Context: an optimization exercise on an open-source flow, tuned for small area, a short achievable clock period and few clock cycles per item. The choices shown serve that exercise and are no tape-out recipe. The RTL was checked by simulation tests, not by an equivalence proof against the original design.

Setup of JK:
// ex_stage_muldiv
module ex_stage_muldiv
#(
  parameter int unsigned XLEN    = 32,
  parameter int unsigned MUL_LAT = 2
) (
  input  logic            clk,
  input  logic            rst_n,
  input  logic [3:0]      ALUCode_ex,
  input  logic            ALUSrcA_ex,
  input  logic [1:0]      ALUSrcB_ex,
  input  logic [XLEN-1:0] Imm_ex,
  input  logic [XLEN-1:0] PC_ex,
  input  logic [4:0]      rs1Addr_ex,
  input  logic [4:0]      rs2Addr_ex,
  input  logic [XLEN-1:0] rs1Data_ex,
  input  logic [XLEN-1:0] rs2Data_ex,
  input  logic [XLEN-1:0] ALUResult_mem,
  input  logic [4:0]      rdAddr_mem,
  input  logic            RegWrite_mem,
  input  logic [XLEN-1:0] RegWriteData_wb,
  input  logic [4:0]      rdAddr_wb,
  input  logic            RegWrite_wb,
  input  logic            MdValid_ex,
  input  logic [2:0]      MdOp_ex,
  input  logic            Flush_ex,
  output logic [XLEN-1:0] ALUResult_ex,
  ...
Size in the first run: roughly 5800 cells after synthesis, roughly 38000 sq um of cells after synthesis.
export LEC_CHECK = 0
export ABC_AREA = 1
export CAP_MARGIN = 20
export CORE_MARGIN = 2
export CORE_UTILIZATION = 40
export PLACE_DENSITY = 0.7
export SETUP_SLACK_MARGIN = 4
export SLEW_MARGIN = 20
export TNS_END_PERCENT = 0
create_clock -name core_clock -period 16.0 [get_ports {clk}]
standard.sh (not shown) runs the stock make flow with config.mk's settings and CLKGATE_MAP_FILE= SYNTH_SCRIPT=/design/flow/synth_recipe.tcl, a recipe that flattens the netlist after the stock synthesis.
==> flow/flow/run.sh <==
#!/bin/bash
# The standard layout (standard.sh), except that the port buffers are plain buf_2 cells
# instead of the delay buffers buffer_ports picks by default. Every port still gets a buffer.
# make's full output goes to standard.log; ORFS's per-step logs stay under orfs/logs.
export BUFFER_PORTS_ARGS="-buffer_cell sky130_fd_sc_hd__buf_2"
bash standard.sh > standard.log 2>&1
Testbench counts of JK, summed over its fixed seeds: cycles 23,621, instrs 12,000.
Input-level comparison between MS and JK:
# JK
export LEC_CHECK = 0
export ABC_AREA = 1
export CAP_MARGIN = 20
export CORE_MARGIN = 2
export CORE_UTILIZATION = 40
export PLACE_DENSITY = 0.7
export SETUP_SLACK_MARGIN = 4
export SLEW_MARGIN = 20
export TNS_END_PERCENT = 0
create_clock -name core_clock -period 16.0 [get_ports {clk}]
# MS
export LEC_CHECK = 0
export ABC_AREA = 0
export CAP_MARGIN = 20
export CORE_MARGIN = 2
export CORE_UTILIZATION = 40
export SETUP_SLACK_MARGIN = 4
export SLEW_MARGIN = 20
create_clock -name core_clock -period 16.0 [get_ports {clk}]
==> comparison <==
The detailed route wirelength on metal2 number comes out higher for MS vs JK.
The global routing met2 resource utilization in MS was higher than what JK gave.
Per the comparison of MS with JK, number of standard cells after synthesis climbed about 14%, routed wire length climbed 33%.

Setup of v51:
ex_stage_muldiv again, from the RTL that the note above started with.
==> flow/config.mk <==
export PLATFORM = sky130hd
export DESIGN_NAME = ex_stage_muldiv
export DESIGN_NICKNAME = ex_stage_muldiv
export VERILOG_FILES = /design/flow/design.v
export SDC_FILE = /design/flow/constraint.sdc
export NUM_CORES = 4
export LEC_CHECK = 0
export ABC_AREA = 1
export CAP_MARGIN = 20
export CORE_MARGIN = 2
export CORE_UTILIZATION = 40
export SETUP_SLACK_MARGIN = 4
export SLEW_MARGIN = 20
export TNS_END_PERCENT = 0
==> flow/constraint.sdc <==
create_clock -name core_clock -period 16.0 [get_ports {clk}]
set_input_delay 3.2000 -clock core_clock [delete_from_list [all_inputs] [get_ports {clk}]]
set_output_delay 3.2000 -clock core_clock [all_outputs]
set_load 0.01 [all_outputs]
==> flow/flow/run.sh <==
#!/bin/bash
# The standard layout (standard.sh), except that the port buffers are plain buf_2 cells
# instead of the delay buffers buffer_ports picks by default (every port still gets a buffer),
# and that timing is not repaired again after global routing.
# make's full output goes to standard.log; ORFS's per-step logs stay under orfs/logs.
export BUFFER_PORTS_ARGS="-buffer_cell sky130_fd_sc_hd__buf_2"
export SKIP_INCREMENTAL_REPAIR=1
bash standard.sh > standard.log 2>&1
Testbench counts of v51, summed over its fixed seeds: cycles 23,621, instrs 12,000.
The following lists how v4 was set up differently from v51:
==> flow/flow/run.sh <==
#!/bin/bash
# The standard layout (standard.sh), except that the port buffers are plain buf_1 cells
# instead of the delay buffers buffer_ports picks by default. Every port still gets a buffer.
# make's full output goes to standard.log; ORFS's per-step logs stay under orfs/logs.
export BUFFER_PORTS_ARGS="-buffer_cell sky130_fd_sc_hd__buf_1"
bash standard.sh > standard.log 2>&1
-- flow/config.mk --
<<< v51, line 12
export SETUP_SLACK_MARGIN = 4
export SLEW_MARGIN = 20
export TNS_END_PERCENT = 0
>>> v4, line 12
export SETUP_SLACK_MARGIN = 4
export SLEW_MARGIN = 20
Notes after the runs:
Status: total instance count after detailed placement parity (v4, v51)
From v51 to v4, area after synthesis did not move at all.
Summary of v4 over v51: post-layout instance count excluding filler cells essentially unchanged; largest stage delay on the critical path decreased 0.06 ns; routed wire length increased 1.0%; global-route track usage on met1 increased 0.58 points.
Global-route usage across v4 and v51: no real change.
Input changes introduced in v43 (baseline for comparison: v4):
==> flow/flow/run.sh <==
#!/bin/bash
# The standard layout (standard.sh), except that the port buffers are plain buf_2 cells
# instead of the delay buffers buffer_ports picks by default. Every port still gets a buffer.
# make's full output goes to standard.log; ORFS's per-step logs stay under orfs/logs.
export BUFFER_PORTS_ARGS="-buffer_cell sky130_fd_sc_hd__buf_2"
bash standard.sh > standard.log 2>&1
-- flow/config.mk --
<<< v4, line 12
export SETUP_SLACK_MARGIN = 4
export SLEW_MARGIN = 20
>>> v43, line 12
export SETUP_SLACK_MARGIN = 4
export SLEW_MARGIN = 20
export TNS_END_PERCENT = 0
--- outcome ---
Going from v4 to v43, mux share of post-synthesis cell area shows no meaningful change; number of nets at the end of the flow picked up an extra 23; design area went up by about 0.9%. Sort v4 and v43 by core utilization asc -> top: v4. In terms of share of the final layout cell area in sequential cells, v4 and v43 differ only marginally.

afterwards: timing with drivers on the ports:
How much do the figures lean on ideal ports? The routed layouts below were timed once more, with nothing changed but the port constraints.
Step 1 sets driving cells, clkbuf_16 on the clock port and buf_2 on the other inputs (assumed; they add their load-dependent delay and slew).
Step 2, shift: input delay + t, output delay - t, t = (earliest + latest rising clock arrival at the registers) / 2. This alone moves slack from input paths to output paths.
a / b / c = ideal / step 1 / step 2; a / b = the first two.
| run | shift t [ns] | setup WS [ns] | latest minus earliest clock arrival (ns) | slew at the worst register clock pin (ns) |
|---|---|---|---|---|
| JK | 0.491 | 3.970 / 3.945 / 3.945 | 0.015 / 0.015 | 0.07 / 0.07 |
| MS | 0.509 | 3.891 / 3.822 / 3.895 | 0.015 / 0.016 | 0.07 / 0.07 |
| v51 | 0.502 | 3.546 / 3.511 / 3.524 | 0.014 / 0.014 | 0.07 / 0.07 |
| v4 | 0.506 | 4.048 / 4.026 / 4.026 | 0.016 / 0.016 | 0.07 / 0.07 |
| v43 | 0.505 | 4.059 / 4.003 / 4.129 | 0.014 / 0.014 | 0.07 / 0.07 |
After both steps setup and hold are still met in every run listed. For JK, which loses most, drivers alone change the setup slack by -0.025 ns; drivers and shift together by -0.025 ns.
